This design comes from an exercise in tuning for small area on the open sky130 flow, not from production work.
Only simulation tests tie the RTL to the original design; equivalence was not proved.
Power and IR drop assume default switching activity.

== run 1 ==
## pcie_app
module pcie_app
#(
  parameter int NUM_REGS = 16
)
(
  input  logic                   pcie_core_clk_i,
  input  logic                   rst_n_i,
  input  logic                   s_axis_tx_tready_i,
  output logic [DATA_W-1:0]      s_axis_tx_tdata_o,
  output logic [KEEP_W-1:0]      s_axis_tx_tkeep_o,
  output logic                   s_axis_tx_tlast_o,
  output logic                   s_axis_tx_tvalid_o,
  input  logic [DATA_W-1:0]      m_axis_rx_tdata_i,
  input  logic                   m_axis_rx_tlast_i,
  input  logic                   m_axis_rx_tvalid_i,
  output logic                   m_axis_rx_tready_o,
  input  logic [7:0]             cfg_bus_number_i,
  input  logic [4:0]             cfg_device_number_i,
  input  logic [2:0]             cfg_function_number_i,
  output logic [31:0]            user_data_o,
  output logic [USER_ADDR_W-1:0] user_addr_o,
  output logic                   user_wr_req_o,
  input  logic [31:0]            user_data_i,
  input  logic                   user_rd_ack_i,
  output logic                   user_rd_req_o
);
==> flow/config.mk <==
export PLATFORM = sky130hd
export DESIGN_NAME = pcie_app
export DESIGN_NICKNAME = pcie_app
export VERILOG_FILES = /design/flow/design.v
export SDC_FILE = /design/flow/constraint.sdc
export NUM_CORES = 4
export LEC_CHECK = 0
export CAP_MARGIN = 20
export CORE_MARGIN = 2
export CORE_UTILIZATION = 40
export SLEW_MARGIN = 20
==> flow/constraint.sdc <==
create_clock -name core_clock -period 4.0 [get_ports {pcie_core_clk_i}]
set_input_delay 0.8000 -clock core_clock [delete_from_list [all_inputs] [get_ports {pcie_core_clk_i}]]
set_output_delay 0.8000 -clock core_clock [all_outputs]
set_load 0.01 [all_outputs]
standard.sh (not shown) runs the stock make flow with config.mk's settings and CLKGATE_MAP_FILE= SYNTH_SCRIPT=/design/flow/synth_recipe.tcl, a recipe that flattens the netlist after the stock synthesis.
==> flow/flow/run.sh <==
#!/bin/bash
# Standard ORFS layout with smaller port buffers and a leaner clock tree.
set -euo pipefail
export BUFFER_PORTS_ARGS="-buffer_cell sky130_fd_sc_hd__buf_1"
export CTS_ARGS="-sink_clustering_enable -repair_clock_nets -dont_use_dummy_load -buf_list sky130_fd_sc_hd__clkbuf_4 -sink_clustering_size 12 -sink_clustering_max_diameter 40"
bash standard.sh > standard.log 2>&1
The following lists how run 2 was set up differently from run 1:
# run 1
export LEC_CHECK = 0
export CAP_MARGIN = 20
export CORE_MARGIN = 2
export CORE_UTILIZATION = 40
export SLEW_MARGIN = 20
create_clock -name core_clock -period 4.0 [get_ports {pcie_core_clk_i}]
# run 2
export LEC_CHECK = 0
export CAP_MARGIN = 20
export CORE_MARGIN = 2
export CORE_UTILIZATION = 60
export SLEW_MARGIN = 20
create_clock -name core_clock -period 4.0 [get_ports {pcie_core_clk_i}]
==> flow/flow/run.sh <==
#!/bin/bash
# Standard ORFS layout with smaller port buffers and a leaner clock tree.
set -euo pipefail
export BUFFER_PORTS_ARGS="-buffer_cell sky130_fd_sc_hd__buf_1"
export CTS_ARGS="-sink_clustering_enable -repair_clock_nets -dont_use_dummy_load -buf_list sky130_fd_sc_hd__clkbuf_8 -sink_clustering_size 20 -sink_clustering_max_diameter 60"
bash standard.sh > standard.log 2>&1
## What came out
Diff run 1 -> run 2: aggregate routed wire length went down 2000 um; die area went down 12,000 um^2; power went down 1.6%; largest driver fanout on the critical path went up 9; worst-case setup slack after placement went down 5.9 ps.
[compare] base=run 1 new=run 2: detailed-router iteration count before antenna repair went up by 2, stage delay of the slowest cell on the critical path went up by 100 ps, number of buffers outside the clock class in the layout went down by 7.
In the metrics for run 1 and run 2, the one carrying the higher number of placed cells counting well taps is run 1.
#### Input delta (run 3 over run 2)
# run 2
export LEC_CHECK = 0
export CAP_MARGIN = 20
export CORE_MARGIN = 2
export CORE_UTILIZATION = 60
export SLEW_MARGIN = 20
create_clock -name core_clock -period 4.0 [get_ports {pcie_core_clk_i}]
# run 3
export LEC_CHECK = 0
export CAP_MARGIN = 20
export CORE_MARGIN = 2
export CORE_UTILIZATION = 40
export SLEW_MARGIN = 20
create_clock -name core_clock -period 4.0 [get_ports {pcie_core_clk_i}]
==> flow/flow/run.sh <==
#!/bin/bash
# Standard ORFS layout with smaller port buffers and a leaner clock tree.
set -euo pipefail
export BUFFER_PORTS_ARGS="-buffer_cell sky130_fd_sc_hd__buf_1"
export CTS_ARGS="-sink_clustering_enable -repair_clock_nets -dont_use_dummy_load -buf_list sky130_fd_sc_hd__clkbuf_16 -sink_clustering_size 30 -sink_clustering_max_diameter 100"
bash standard.sh > standard.log 2>&1
### Flow results
- Compare run 3 and run 2 | worst hold slack lower: run 2
- Run 2 was smaller in final cell area than run 3.
- Any difference in number of enable flip-flop cells after synthesis between run 2 and run 3 is small enough to ignore.
- Run 3 against run 2: area after detailed placement up 260 um^2, routed wire length on met3 down about 9%, total number of vias flat.
### run 3 -> run 4
# run 3
export LEC_CHECK = 0
export CAP_MARGIN = 20
export CORE_MARGIN = 2
export CORE_UTILIZATION = 40
export SLEW_MARGIN = 20
create_clock -name core_clock -period 4.0 [get_ports {pcie_core_clk_i}]
# run 4
export LEC_CHECK = 0
export CAP_MARGIN = 20
export CORE_MARGIN = 2
export CORE_UTILIZATION = 80
export SLEW_MARGIN = 20
create_clock -name core_clock -period 4.0 [get_ports {pcie_core_clk_i}]
==> flow/flow/run.sh <==
#!/bin/bash
# Standard ORFS layout with smaller port buffers and a leaner clock tree.
set -euo pipefail
export BUFFER_PORTS_ARGS="-buffer_cell sky130_fd_sc_hd__buf_1"
export CTS_ARGS="-sink_clustering_enable -repair_clock_nets -dont_use_dummy_load -buf_list sky130_fd_sc_hd__clkbuf_8 -sink_clustering_size 20 -sink_clustering_max_diameter 60"
bash standard.sh > standard.log 2>&1
Findings:
- Run 4 vs run 3 — global placer's final weighted congestion rose 0.017.
- Cmp run 3 and run 4 / well tap count / higher: run 3
- Between run 3 and run 4, the flow reports clock-buffer cell count increasing by more than a quarter.
- Non-clock buffer count of run 4 falls short of that of run 3 slightly.
- Of run 3 and run 4, the higher maximum fanout along the worst path belongs to run 4.
- The fraction of area in registers reported for run 4 is greater than that of run 3 by 2.2 points.
- Between run 3 and run 4, net count of the finished layout increased.
- Between run 3 and run 4, the flow reports cell area decreasing by a few percent.
- In run 4, final non-filler cell total is lower than in run 3.
- When run 4 is measured against run 3, its relative area change from synthesis to final layout turns out 3.2 points lower.
- On run 4: horizontal die dimension is 54 um lower than what run 3 gave.
[inputs] run 5 vs run 4
# run 4
export LEC_CHECK = 0
export CAP_MARGIN = 20
export CORE_MARGIN = 2
export CORE_UTILIZATION = 80
export SLEW_MARGIN = 20
create_clock -name core_clock -period 4.0 [get_ports {pcie_core_clk_i}]
# run 5
export LEC_CHECK = 0
export CAP_MARGIN = 20
export CORE_MARGIN = 2
export CORE_UTILIZATION = 40
export SLEW_MARGIN = 20
create_clock -name core_clock -period 4.0 [get_ports {pcie_core_clk_i}]
==> notes.md <==
- Diff run 4 -> run 5: total wire length fell by 21%; count of H-tree levels built during CTS increased 1; sequential group share of total power fell 0.7 points.
- Compared with run 4, area of the die in run 5 increased by more than half.

========
JK:
pcie_app, a different RTL version from the one above (not shown whole).
Size in the first run: ~550 flip-flops, ~240 I/O pins.
export LEC_CHECK = 0
export CAP_MARGIN = 20
export CORE_MARGIN = 2
export CORE_UTILIZATION = 65
export SLEW_MARGIN = 20
create_clock -name core_clock -period 4.0 [get_ports {pcie_core_clk_i}]
run.sh (not shown) runs the stock make flow with config.mk's settings and CLKGATE_MAP_FILE= SYNTH_SCRIPT=/design/flow/synth_recipe.tcl, a recipe that flattens the netlist after the stock synthesis.
Stock flow here: none of the scripts above is used.
JK: PASS, flow complete, no timing, DRC or antenna violations
#### Input delta (MS over JK)
- a change of CORE_UTILIZATION from 65 to 40
- an added CTS_BUF_LIST of sky130_fd_sc_hd__clkbuf_8
- an added CTS_CLUSTER_SIZE of 30
[summary]
Diff JK -> MS: least setup slack across all paths after layout -43 ps; critical path's largest stage delay shows an increase of 70 ps. MS: PASS, flow complete, no timing, DRC or antenna violations. When MS is measured against JK, its via count turns out about 1.1% higher. | final routed wirelength across all metal layers | MS vs JK | 3.5% lower |.
Edits applied to the flow inputs when going from MS to AL:
- a deleted CTS_BUF_LIST that had been sky130_fd_sc_hd__clkbuf_8
- a deleted CTS_CLUSTER_SIZE that had been 30
==> comparison <==
Looking at setup slack of the worst register-to-register path across both flows, AL is the weaker of the two, with MS ahead. Sequential cell count came out exactly the same in AL and MS. Between MS and AL, leakage power of the design decreased. Diff MS..AL | adder-cell share of the synthesized area | unchanged. On final area, MS loses to AL. Compared to MS, AL shows a wider setup margin. Sort AL and MS by clock power, descending, and AL comes first. Taking MS as the reference, in AL signed area change from the synthesized netlist to the final layout down 0.53 points, sequential share of cell area up 0.27 points. AL: overall power after layout about 0.7% above MS.
#### Input delta (TR over AL)
- CTS_BUF_LIST now sky130_fd_sc_hd__clkbuf_4, previously not set
Notes after the runs:
Final-layout clock buffer total: TR higher than AL
Comparing AL and TR, the higher via count of the first global-routing pass was measured on TR.
Summary — global-route wire length before repair, TR relative to AL: higher, by about 4.7%.
TR ends up with a largest clock skew in the final design that is 32 ps higher than in AL.

========
pcie_app, a different RTL version from the one above (not shown whole).
For scale: roughly 840 cells after synthesis, ~240 I/O pins, ~13000 um^2 of cells after synthesis.
clock: 4.0 ns
lec_check: 0
cap_margin: 0
core_margin: 2
core_utilization: 60
slew_margin: 0
standard.sh (not shown) runs the stock make flow with config.mk's settings and CLKGATE_MAP_FILE= SYNTH_SCRIPT=/design/flow/synth_recipe.tcl, a recipe that flattens the netlist after the stock synthesis.
==> flow/flow/run.sh <==
#!/bin/bash
# Standard ORFS layout with smaller port buffers and a leaner clock tree.
set -euo pipefail
export BUFFER_PORTS_ARGS="-buffer_cell sky130_fd_sc_hd__buf_1"
export CTS_ARGS="-sink_clustering_enable -repair_clock_nets -dont_use_dummy_load -buf_list sky130_fd_sc_hd__clkbuf_8 -sink_clustering_size 20 -sink_clustering_max_diameter 60"
export SKIP_REPAIR_TIE_FANOUT=1
bash standard.sh > standard.log 2>&1
The starting point went through all stages and came out clean.
Rerun with:
==> flow/run.sh (new file) <==
#!/bin/bash
# synth_recipe.tcl (not shown) runs the flow's synth.tcl, then flattens the netlist and writes it again
# the make line also repeats each setting of config.mk as NAME=value (left out here)
make -C /OpenROAD-flow-scripts/flow DESIGN_CONFIG=/design/flow/config.mk WORK_HOME=/design/flow/orfs CLKGATE_MAP_FILE= SYNTH_SCRIPT=/design/flow/synth_recipe.tcl finish
--- a/flow/config.mk
+++ b/flow/config.mk
@@ -6,6 +6,9 @@
 export NUM_CORES = 4
 export LEC_CHECK = 0
-export CAP_MARGIN = 0
+export CAP_MARGIN = 20
 export CORE_MARGIN = 2
 export CORE_UTILIZATION = 60
-export SLEW_MARGIN = 0
+export CTS_BUF_LIST = sky130_fd_sc_hd__clkbuf_8
+export CTS_CLUSTER_DIAMETER = 60
+export CTS_CLUSTER_SIZE = 20
+export SLEW_MARGIN = 20
removed: flow/flow/run.sh
removed: flow/standard.sh
With this change the flow reached the layout checks and failed them: setup timing.
Global-route usage increases by 1.6 points.
Final area rises by about 11%.
Die area is unchanged.
Count of clock-buffer cells in the layout went up by 4.
Via count climbs by 1.4%.
Power went up by about 9%.
Worst hold slack improves by 0.22 ns.
Clock skew went down by 0.020 ns.
Wire length is higher by 8.1%.
Core utilization is higher by 7.6 points.
Rerun with:
==> flow/flow/run.sh (new file) <==
#!/bin/bash
# Standard ORFS layout with smaller port buffers and a leaner clock tree.
set -euo pipefail
export BUFFER_PORTS_ARGS="-buffer_cell sky130_fd_sc_hd__buf_1"
export CTS_ARGS="-sink_clustering_enable -repair_clock_nets -dont_use_dummy_load -buf_list sky130_fd_sc_hd__clkbuf_8 -tree_buf sky130_fd_sc_hd__clkbuf_4 -sink_clustering_size 20 -sink_clustering_max_diameter 60"
bash standard.sh > standard.log 2>&1
==> flow/standard.sh (new file) <==
#!/bin/bash
# synth_recipe.tcl (not shown) runs the flow's synth.tcl, then flattens the netlist and writes it again
# the make line also repeats each setting of config.mk as NAME=value (left out here)
make -C /OpenROAD-flow-scripts/flow DESIGN_CONFIG=/design/flow/config.mk WORK_HOME=/design/flow/orfs CLKGATE_MAP_FILE= SYNTH_SCRIPT=/design/flow/synth_recipe.tcl "${@:-finish}"
==> flow/config.mk (replaced) <==
export PLATFORM = sky130hd
export DESIGN_NAME = pcie_app
export DESIGN_NICKNAME = pcie_app
export VERILOG_FILES = /design/flow/design.v
export SDC_FILE = /design/flow/constraint.sdc
export NUM_CORES = 4
export LEC_CHECK = 0
export CAP_MARGIN = 0
export CORE_MARGIN = 2
export CORE_UTILIZATION = 60
export SLEW_MARGIN = 0
removed: flow/run.sh
The new run ran to the end with no violations.
Die area is unchanged.
Wire length goes down by 6.7%.
Synthesized cell count does not change.
Synthesized area is unchanged.
Clock-buffer cell count fell by 4.
First-iteration DRC count rose by about 11%.
Maximum frequency increases by about 20%.
Sequential share of layout area is higher by 7.9 points.
Global-route usage went down by 1.3 points.
Power goes down by about 8%.
Rerun with:
==> flow/run.sh (new file) <==
#!/bin/bash
# synth_recipe.tcl (not shown) runs the flow's synth.tcl, then flattens the netlist and writes it again
# the make line also repeats each setting of config.mk as NAME=value (left out here)
make -C /OpenROAD-flow-scripts/flow DESIGN_CONFIG=/design/flow/config.mk WORK_HOME=/design/flow/orfs CLKGATE_MAP_FILE= SYNTH_SCRIPT=/design/flow/synth_recipe.tcl finish
--- a/flow/config.mk
+++ b/flow/config.mk
@@ -6,6 +6,9 @@
 export NUM_CORES = 4
 export LEC_CHECK = 0
-export CAP_MARGIN = 0
+export CAP_MARGIN = 20
 export CORE_MARGIN = 2
-export CORE_UTILIZATION = 60
-export SLEW_MARGIN = 0
+export CORE_UTILIZATION = 40
+export CTS_BUF_LIST = sky130_fd_sc_hd__clkbuf_8
+export CTS_CLUSTER_DIAMETER = 60
+export CTS_CLUSTER_SIZE = 20
+export SLEW_MARGIN = 20
removed: flow/flow/run.sh
removed: flow/standard.sh
What happened:
- The changed run went through all stages and came out clean
- wire length climbs by roughly a tenth
- maximum frequency shrinks by roughly a tenth
- die area goes up by well over a third

separate check: timing with driven ports:
No port has a modelled driver above. Below, the same layouts with a new extraction and two added sets of constraints.
Step 1, drivers: a clkbuf_16 drives pcie_core_clk_i and a buf_2 each remaining input, both assumed.
Step 2 also shifts input and output timing later by t, the mid clock arrival at the registers, as if the neighbouring blocks saw the same clock.
a / b / c = no drivers / after step 1 / after step 2; a / b = the first two.
run | t, ns | setup slack, ns | hold slack, ns | worst setup path at the end
run 1 | 0.731 | 0.592 / 0.548 / 0.896 | 0.214 / 0.195 / 0.270 | input to output
run 2 | 0.621 | 0.499 / 0.459 / 0.814 | 0.097 / 0.090 / 0.307 | input to output
run 3 | 0.565 | 0.749 / 0.702 / 0.872 | 0.187 / 0.174 / 0.269 | input to output
run 4 | 0.625 | 0.480 / 0.439 / 0.887 | 0.077 / 0.072 / 0.278 | input to register
run 5 | 0.574 | 0.778 / 0.732 / 0.844 | 0.190 / 0.179 / 0.275 | input to output
JK | 0.587 | 0.375 / 0.327 / 0.379 | 0.318 / 0.318 / 0.318 | input to output
MS | 0.625 | 0.332 / 0.300 / 0.300 | 0.310 / 0.310 / 0.310 | input to output
AL | 0.589 | 0.370 / 0.338 / 0.338 | 0.313 / 0.313 / 0.313 | input to output
TR | 0.761 | 0.328 / 0.296 / 0.296 | 0.281 / 0.281 / 0.281 | input to output
the first run of note 3 | 0.611 | 0.584 / 0.564 / 0.564 | 0.102 / 0.098 / 0.311 | input to output
the second run of note 3 | 0.575 | -0.016 / -0.043 / -0.043 | 0.320 / 0.320 / 0.320 | input to output
the third run of note 3 | 0.609 | 0.655 / 0.627 / 0.627 | 0.124 / 0.109 / 0.294 | input to output
the fourth run of note 3 | 0.583 | 0.252 / 0.208 / 0.358 | 0.314 / 0.314 / 0.314 | input to output
